Context: an optimization exercise on an open-source flow, tuned for small area. The choices shown serve that exercise and are no tape-out recipe.
Where RTL was checked, it was by simulation tests only, not by an equivalence proof against the original.
No activity file was given, so power comes from the tool's default toggle rates.

## 05-07
==> flow/design.v <==
package seq_pkg;
  localparam int unsigned NrVInsn = 8;
  localparam int unsigned NrUnits = 4;
  localparam int unsigned NrHazardOps = 3;
endpackage
`timescale 1ns/1ns
import seq_pkg::*;
module vector_sequencer #(
  parameter int unsigned QueueDepth = 2
) (
  input  logic                                     clk_i,
  input  logic                                     rst_ni,
  input  logic [20:0]                              req_i,
  input  logic                                     req_valid_i,
  output logic                                     req_ready_o,
  output logic [25:0]                              pe_req_o,
  output logic                                     pe_req_valid_o,
  input  logic [3:0]                               pe_req_ready_i,
  input  logic [15:0]                              pe_done_i,
  output logic [191:0]                             hazard_tbl_o,
  output logic [191:0]                             write_hazard_tbl_o,
  output logic                                     idle_o
);
  localparam int unsigned N = NrVInsn;
  logic [2:0] op;
  logic [4:0] vd, vs1, vs2;
  logic       use_vd, use_vs1, use_vs2;
  assign op      = req_i[20:18];
  assign vd      = req_i[17:13];
  assign vs1     = req_i[12:8];
  assign vs2     = req_i[7:3];
  assign use_vd  = req_i[2];
  assign use_vs1 = req_i[1];
  assign use_vs2 = req_i[0];
  logic [N-1:0] run_q, alive_q, done_mask, new_oh, wr;
  logic [2:0]   next_id;
  logic         accept;
  always_comb begin
    done_mask = '0;
    for (int u = 0; u < NrUnits; u++) begin
      if (pe_done_i[4*u+3]) done_mask[pe_done_i[4*u +: 3]] = 1'b1;
    end
  end
  always_comb begin
    for (int i = 0; i < N; i++) begin
      new_oh[i] = !run_q[i];
      for (int k = 0; k < i; k++) if (!run_q[k]) new_oh[i] = 1'b0;
    end
  end
  always_comb begin
    next_id = '0;
    for (int i = N - 1; i >= 0; i--) begin
      if (!run_q[i]) next_id = i[2:0];
    end
  end
  assign wr = accept ? new_oh : '0;
  always_ff @(posedge clk_i or negedge rst_ni) begin
    if (!rst_ni) begin
      run_q   <= '0;
      alive_q <= '0;
    end else begin
      run_q   <= (run_q & ~done_mask) | wr;
      alive_q <= run_q;
    end
  end
  assign idle_o = ~|run_q;
  logic [1:0] unit;
  logic [NrUnits-1:0] room;
  always_comb begin
    case (op)
      3'd2, 3'd3: unit = 2'd1;
      3'd4:       unit = 2'd2;
      3'd5:       unit = 2'd3;
      default:    unit = 2'd0;
    endcase
  end
  for (genvar u = 0; u < NrUnits; u++) begin : gen_cnt
    logic [1:0] cnt_q;
    logic       inc, dec;
    assign inc = accept && (unit == u);
    assign dec = pe_done_i[4*u+3];
    always_ff @(posedge clk_i or negedge rst_ni) begin
      if (!rst_ni) begin
        cnt_q <= '0;
      end else if (inc && !dec) begin
        cnt_q <= cnt_q + 1'b1;
      end else if (dec && !inc) begin
        cnt_q <= cnt_q - 1'b1;
      end
    end
    assign room[u] = (cnt_q < 2'(QueueDepth));
  end
  logic        hold_q;
  logic [23:0] pe_q;    
  logic [1:0]  pe_unit;
  assign req_ready_o = !hold_q && !(&run_q) && room[unit];
  assign accept      = req_valid_i && req_ready_o;
  always_ff @(posedge clk_i or negedge rst_ni) begin
    if (!rst_ni) begin
      hold_q <= 1'b0;
    end else if (accept) begin
      hold_q <= 1'b1;
    end else if (hold_q && pe_req_ready_i[pe_unit]) begin
      hold_q <= 1'b0;
    end
  end
  always_ff @(posedge clk_i) begin
    if (accept) pe_q <= {next_id, req_i};
  end
  always_comb begin
    case (pe_q[20:18])
      3'd2, 3'd3: pe_unit = 2'd1;
      3'd4:       pe_unit = 2'd2;
      3'd5:       pe_unit = 2'd3;
      default:    pe_unit = 2'd0;
    endcase
  end
  assign pe_req_o       = {pe_q[23:21], pe_unit, pe_q[20:0]};
  assign pe_req_valid_o = hold_q;
  logic [4:0] f_vd [N], f_vs1 [N], f_vs2 [N];
  logic [N-1:0] f_uvd, f_uvs1, f_uvs2;
  always_ff @(posedge clk_i) begin
    for (int j = 0; j < N; j++) begin
      if (!run_q[j]) begin
        f_vd[j]   <= vd;
        f_vs1[j]  <= vs1;
        f_vs2[j]  <= vs2;
        f_uvd[j]  <= use_vd;
        f_uvs1[j] <= use_vs1;
        f_uvs2[j] <= use_vs2;
      end
    end
  end
  logic [4:0] nb [N];
  always_comb begin
    for (int j = 0; j < N; j++) begin
      logic rd2;
      rd2      = f_uvs2[j] && (f_vs2[j] == vd);
      nb[j][0] = use_vs1 && f_uvd[j] && (f_vd[j] == vs1);
      nb[j][1] = use_vs2 && f_uvd[j] && (f_vd[j] == vs2);
      nb[j][2] = use_vd && f_uvd[j] && (f_vd[j] == vd);
      nb[j][3] = use_vd && f_uvs1[j] && (f_vs1[j] == vd) && !rd2;
      nb[j][4] = use_vd && rd2;
    end
  end
  logic [4:0] nm [N];
  always_comb begin
    for (int j = 0; j < N; j++) nm[j] = nb[j] & {5{run_q[j]}};
  end
  for (genvar a = 0; a < N; a++) begin : gen_row
    for (genvar b = 0; b < N; b++) begin : gen_col
      if (a < b) begin : gen_pair
        logic [4:0] sn_q;       
        logic       own_a_q;    
        always_ff @(posedge clk_i) begin
          if (wr[a] || wr[b]) begin
            sn_q    <= ~(nm[a] | nm[b]);
            own_a_q <= wr[a];
          end
        end
        logic show_ab, show_ba;
        assign show_ab = own_a_q && alive_q[b];
        assign show_ba = !own_a_q && alive_q[a];
        assign hazard_tbl_o[a*24 + b*3 +: 3]       = ~sn_q[2:0] & {3{show_ab}};
        assign write_hazard_tbl_o[a*24 + b*3 +: 3] = ~{sn_q[2], sn_q[4:3]} & {3{show_ab}};
        assign hazard_tbl_o[b*24 + a*3 +: 3]       = ~sn_q[2:0] & {3{show_ba}};
        assign write_hazard_tbl_o[b*24 + a*3 +: 3] = ~{sn_q[2], sn_q[4:3]} & {3{show_ba}};
      end else if (a == b) begin : gen_diag
        assign hazard_tbl_o[a*24 + a*3 +: 3]       = '0;
        assign write_hazard_tbl_o[a*24 + a*3 +: 3] = '0;
      end
    end
  end
endmodule
clock: 5.0 ns
lec_check: 0
cap_margin: 20
core_margin: 2
core_utilization: 70
gpl_timing_driven: 0
slew_margin: 20
standard.sh (not shown) runs the stock make flow with config.mk's settings and CLKGATE_MAP_FILE= SYNTH_SCRIPT=/design/flow/synth_recipe.tcl, a recipe that flattens the netlist after the stock synthesis.
==> flow/flow/run.sh <==
#!/bin/bash
# The standard layout (standard.sh) with three changes:
#  - synthesis maps logic with an area-oriented ABC script (flow/abc_area_deep.script) in place
#    of ORFS's abc_speed.script; everything else in synthesis is unchanged, so the registers
#    are the standard synthesis's
#  - port buffers use the smallest buffer, sky130_fd_sc_hd__buf_1
#  - CTS uses clkbuf_8 with smaller sink clusters and inserts no dummy clock loads
set -euo pipefail
HERE=$(pwd)
rm -rf "$HERE/scripts_abc"
cp -r "$FLOW_HOME/scripts" "$HERE/scripts_abc"
cp "$HERE/flow/abc_area_deep.script" "$HERE/scripts_abc/abc_speed.script"
export REMOVE_ABC_BUFFERS=1
export BUFFER_PORTS_ARGS="-buffer_cell sky130_fd_sc_hd__buf_1"
export CTS_ARGS="-sink_clustering_enable -repair_clock_nets -dont_use_dummy_load -sink_clustering_size 9 -sink_clustering_max_diameter 35 -buf_list sky130_fd_sc_hd__clkbuf_4 -root_buf sky130_fd_sc_hd__clkbuf_8"
bash standard.sh SCRIPTS_DIR="$HERE/scripts_abc" finish > standard.log 2>&1
==> flow/flow/abc_area_deep.script <==
&get -n
&st
&deepsyn -T 30
&dch -f
&nf -R 1000 -p -F 8 -A 4
&put
05-07 completed every stage of the flow, and the final layout passed the timing, design-rule and antenna checks.
Inputs modified between 05-07 and 07-24:
--- a/flow/design.v
+++ b/flow/design.v
@@ -119,17 +119,17 @@
   assign pe_req_valid_o = hold_q;
   logic [4:0] f_vd [N], f_vs1 [N], f_vs2 [N];
   logic [N-1:0] f_uvd, f_uvs1, f_uvs2;
   always_ff @(posedge clk_i) begin
     for (int j = 0; j < N; j++) begin
-      if (!run_q[j]) begin
-        f_vd[j]   <= vd;
-        f_vs1[j]  <= vs1;
-        f_vs2[j]  <= vs2;
-        f_uvd[j]  <= use_vd;
-        f_uvs1[j] <= use_vs1;
-        f_uvs2[j] <= use_vs2;
+      if (pe_q[23:21] == j) begin
+        f_vd[j]   <= pe_q[17:13];
+        f_vs1[j]  <= pe_q[12:8];
+        f_vs2[j]  <= pe_q[7:3];
+        f_uvd[j]  <= pe_q[2];
+        f_uvs1[j] <= pe_q[1];
+        f_uvs2[j] <= pe_q[0];
       end
     end
   end
   logic [4:0] nb [N];
   always_comb begin
--- outcome ---
- Taking 07-24 as 1.0, 05-07 lands at 1.17 on routed length on met3.
- Summary of the comparison: area of all placed cells without fillers is higher in 07-24, relative to 05-07.
- Delta (07-24 minus 05-07): peak ir drop on the vdd network went down 9.0%; fraction of area in registers went down 0.29 points; length of the first detailed-routing pass in iterations went up 3.
- gen_row[0].gen_col[3].gen_pair.own_a_q as the worst setup path endpoint was reported by 07-24, and gen_row[1].gen_col[6].gen_pair.sn_q[4] by 05-07.
- Higher wire length reported by the detailed router was reported by 05-07, not 07-24.
- Diff 05-07 and 07-24: proportion of cell area occupied by multi-input gates higher in 07-24
- 07-24 vs. 05-07: clock transition at the register clock pins on the worst setup and hold paths after CTS was more or less identical, post-route core utilization now larger, setup skew after layout increased by 0.014 ns relative to the old numbers, number of buffers on the longest clock path neither gained nor lost much, post-synthesis xor/xnor area fraction now larger.
No functional check of the RTL was part of 07-24.

-- separate check: timing with driven ports --
No port has a modelled driver above. Below, the same layouts with a new extraction and two added sets of constraints.
Step 1, drivers: a clkbuf_16 drives clk_i and a buf_2 each remaining input, both assumed.
Step 2 times the ports against the registers' clock, not the clock port: input delays grow and output delays shrink by t, the midpoint of the rising clock arrivals with the driver on.
a / b / c = ideal / step 1 / step 2; a / b = the first two.
run | t, ns | setup slack, ns | hold WS [ns] | slew at the worst register clock pin (ns)
05-07 | 0.591 | 0.356 / 0.376 / -0.215 | 0.446 / 0.453 / 0.495 | 0.11 / 0.11
07-24 | 0.579 | 0.320 / 0.320 / 0.261 | 0.420 / 0.403 / 0.469 | 0.10 / 0.10
With both steps, setup timing fails in 05-07, where it was met with ideal ports. The setup slack of 05-07, which loses most, moves by +0.020 ns with the drivers and by -0.571 ns with both steps.
